Context: an optimization exercise on an open-source flow, tuned for small area, a short achievable clock period and few clock cycles per item. The choices shown serve that exercise and are no tape-out recipe.
The RTL was checked by simulation tests, not by an equivalence proof against the original design.

## v13
## attn_score_top
module attn_score_top (
    input  logic               clk,
    input  logic               rst_n,
    input  logic               in_valid,
    input  attn_pkg::qk_pair_s in_pair,
    input  logic               causal_en,
    input  logic               out_credit,
    output logic               in_credit,
    output logic               out_valid,
    output attn_pkg::score_s   out_score
);
Size: roughly 8500 cells after synthesis, ~570 I/O pins, ~88000 sq um of cells after synthesis.
export LEC_CHECK = 0
export CAP_MARGIN = 20
export CORE_MARGIN = 2
export CORE_UTILIZATION = 40
export CTS_CLUSTER_DIAMETER = 150
export CTS_CLUSTER_SIZE = 20
export PLACE_DENSITY = 0.72
export SLEW_MARGIN = 20
export SYNTH_HIERARCHICAL = 1
export SYNTH_MINIMUM_KEEP_SIZE = 0
create_clock -name core_clock -period 135.0 [get_ports {clk}]
standard.sh (not shown) runs the stock make flow with config.mk's settings and CLKGATE_MAP_FILE= SYNTH_SCRIPT=/design/flow/synth_recipe.tcl, a recipe that flattens the netlist after the stock synthesis.
==> flow/flow/run.sh <==
#!/bin/bash
# Standard layout with one change: the input and output port buffers are
# sky130_fd_sc_hd__buf_1 instead of the flow's default buffer cell.
set -euo pipefail
export BUFFER_PORTS_ARGS="-buffer_cell sky130_fd_sc_hd__buf_1"
bash standard.sh > standard_flow.log 2>&1
Testbench counts of v13, summed over its fixed seeds: cycles 1,944, items 1,920.
What v30 does differently from v13 at the input level:
Settings: a deleted CTS_CLUSTER_SIZE that had been 20; a deleted PLACE_DENSITY that had been 0.72; a deleted CTS_CLUSTER_DIAMETER that had been 150.
Findings:
Comparing v13 and v30, utilization is higher on v30. Per the comparison of v30 with v13, number of clock-tree buffers in the layout now larger, logic depth of the worst setup path including buffers barely changed.
Setup changes, v30 to v10
Settings: CTS_CLUSTER_SIZE: unset -> 20; CTS_CLUSTER_DIAMETER: unset -> 150.
==> comparison <==
v30 → v10: final critical-path required period fell by 0.046 ns; setup slack grew by 0.046 ns. Relative to v30, worst hold slack has gone up in v10. v10 packs its core looser than v30.
For v45, these inputs were changed with respect to v10:
Settings: a deleted CTS_CLUSTER_SIZE that had been 20; a change of CAP_MARGIN from 20 to 10; a change of SLEW_MARGIN from 20 to 10; a deleted CTS_CLUSTER_DIAMETER that had been 150.
Notes after the runs:
- ~same met1 demand-to-capacity share in global routing in v10 and v45
- Re final setup violation count: no difference whatsoever between v45 and v10.
- v45 vs v10: TritonCTS buffer count up by more than half
- [compare] base=v10 new=v45: clock slew seen by the registers of the worst setup and hold paths shrank by 0.02 ns.
The following lists how v16 was set up differently from v45:
Settings: an added CTS_CLUSTER_DIAMETER of 150; an added CTS_CLUSTER_SIZE of 20.
==> comparison <==
In terms of fmax, v16 and v45 differ only marginally.
Taking v45 as the reference, in v16 final worst clock skew shows a reduction of 0.0058 ns; final critical path time including I/O delays and setup shows a reduction of 0.045 ns.
Between v45 and v16, the global-route usage figures differ only marginally.

Setup of the previous run:
Another version of the RTL of attn_score_top (not shown whole).
Size: about 8600 cells after synthesis, ~570 I/O pins.
==> flow/design.v (excerpt) <==
module attn_score_top (
    input  logic               clk,
    input  logic               rst_n,
    input  logic               in_valid,
    input  attn_pkg::qk_pair_s in_pair,
    input  logic               causal_en,
    input  logic               out_credit,
    output logic               in_credit,
    output logic               out_valid,
    output attn_pkg::score_s   out_score
);
    logic [127:0]       q_q;
    logic [127:0]       k_q;
    attn_pkg::seq_idx_t row_q;
    attn_pkg::seq_idx_t col_q;
    logic               causal_q;
    logic               valid_q;
    logic [31:0]        s1;
    logic [31:0]        p2;
    logic [31:0]        p3;
    logic [31:0]        s1_q;
    logic [31:0]        p2_q;
    logic [31:0]        p3_q;
    attn_pkg::seq_idx_t row_q2;
    attn_pkg::seq_idx_t col_q2;
    logic               valid_q2;
    logic [31:0]        dot_sum;
    attn_pkg::score_s   score;
    logic               send;
    logic               avail_next;
    always_ff @(posedge clk) begin
        for (int i = 0; i < 4; i++) begin
            q_q[32*i +: 32] <= in_pair.query[i];
            k_q[32*i +: 32] <= in_pair.key[i];
        end
        row_q    <= in_pair.row;
        col_q    <= in_pair.col;
        causal_q <= causal_en;
    end
    always_ff @(posedge clk or negedge rst_n) begin
        if (!rst_n) begin
            valid_q  <= 1'b0;
            valid_q2 <= 1'b0;
        end else begin
            valid_q  <= in_valid;
            valid_q2 <= valid_q;
        end
    end
    dot_stage_a i_dot_a (
        .q  (q_q),
        .k  (k_q),
        .s1 (s1),
        .p2 (p2),
        .p3 (p3)
    );
    always_ff @(posedge clk) begin
        s1_q   <= s1;
        p2_q   <= p2;
        p3_q   <= p3;
        row_q2 <= row_q;
        col_q2 <= col_q;
    end
    dot_stage_b i_dot_b (
        .s1  (s1_q),
        .p2  (p2_q),
        .p3  (p3_q),
        .sum (dot_sum)
    );
    score_scale_mask i_scale (
        .sum_in    (dot_sum),
        .row       (row_q2),
        .col       (col_q2),
        .causal_en (causal_q),
        .score_out (score)
    );
    score_fifo i_fifo (
        .clk       (clk),
  ...
clock: 135.0 ns
lec_check: 0
cap_margin: 20
core_margin: 2
core_utilization: 40
gpl_timing_driven: 0
slew_margin: 20
synth_hierarchical: 1
synth_minimum_keep_size: 0
Scripts as last shown in full above: flow/flow/run.sh
The previous run completed every stage of the flow, and the final layout passed the timing, DRC and antenna checks.
Testbench counts of the previous run, summed over its fixed seeds: cycles 1,944, items 1,920.
Inputs modified between the previous run and the current run:
- GPL_TIMING_DRIVEN no longer set, was 0
### Flow results
- The previous run and the current run ended up with roughly the same worst setup slack before clock tree synthesis.
- Comparing the previous run with the current run, the post-route DRC violation count came out essentially unchanged.
- Run comparison: the current run launching instance or port of the critical path i_fifo.head[8]$_DFFE_PP_; the previous run launching instance or port of the critical path i_ctrl.send$_DFF_PN0_
- | worst setup slack after layout | lower: the previous run |
- out_score[8] as the capturing instance or port of the critical path was reported by the current run, and out_valid by the previous run.

## afterwards: timing with drivers on the ports
In the flow no input, the clock included, has a driving cell. The finished layouts below were timed again as built, in two steps. Step 1 assumes that a clkbuf_16 drives the clock port and a buf_2 every other input. Step 2 adds t to the input delays and takes it off the output delays; t is the mean of the earliest and latest rising clock arrival at the registers after step 1. Input paths then give back, and output paths get back, about the clock's delay inside the block. a / b / c = ideal / step 1 / step 2; a / b = the first two.
run | shift t [ns] | slack for setup (ns) | slew at the worst register clock pin (ns)
v13 | 0.738 | 106.763 / 106.677 / 106.370 | 0.09 / 0.09
v30 | 0.801 | 106.683 / 106.599 / 106.865 | 0.07 / 0.07
v10 | 0.752 | 106.729 / 106.644 / 106.874 | 0.10 / 0.10
v45 | 0.799 | 106.683 / 106.599 / 106.866 | 0.07 / 0.07
v16 | 0.750 | 106.728 / 106.644 / 106.875 | 0.10 / 0.10
the previous run | 0.785 | 106.644 / 106.558 / 107.228 | 0.07 / 0.07
the current run | 0.781 | 106.649 / 106.566 / 107.224 | 0.08 / 0.08
After both steps setup and hold are still met in every run listed. For v13, which loses most, drivers alone change the setup slack by -0.086 ns; drivers and shift together by -0.393 ns.
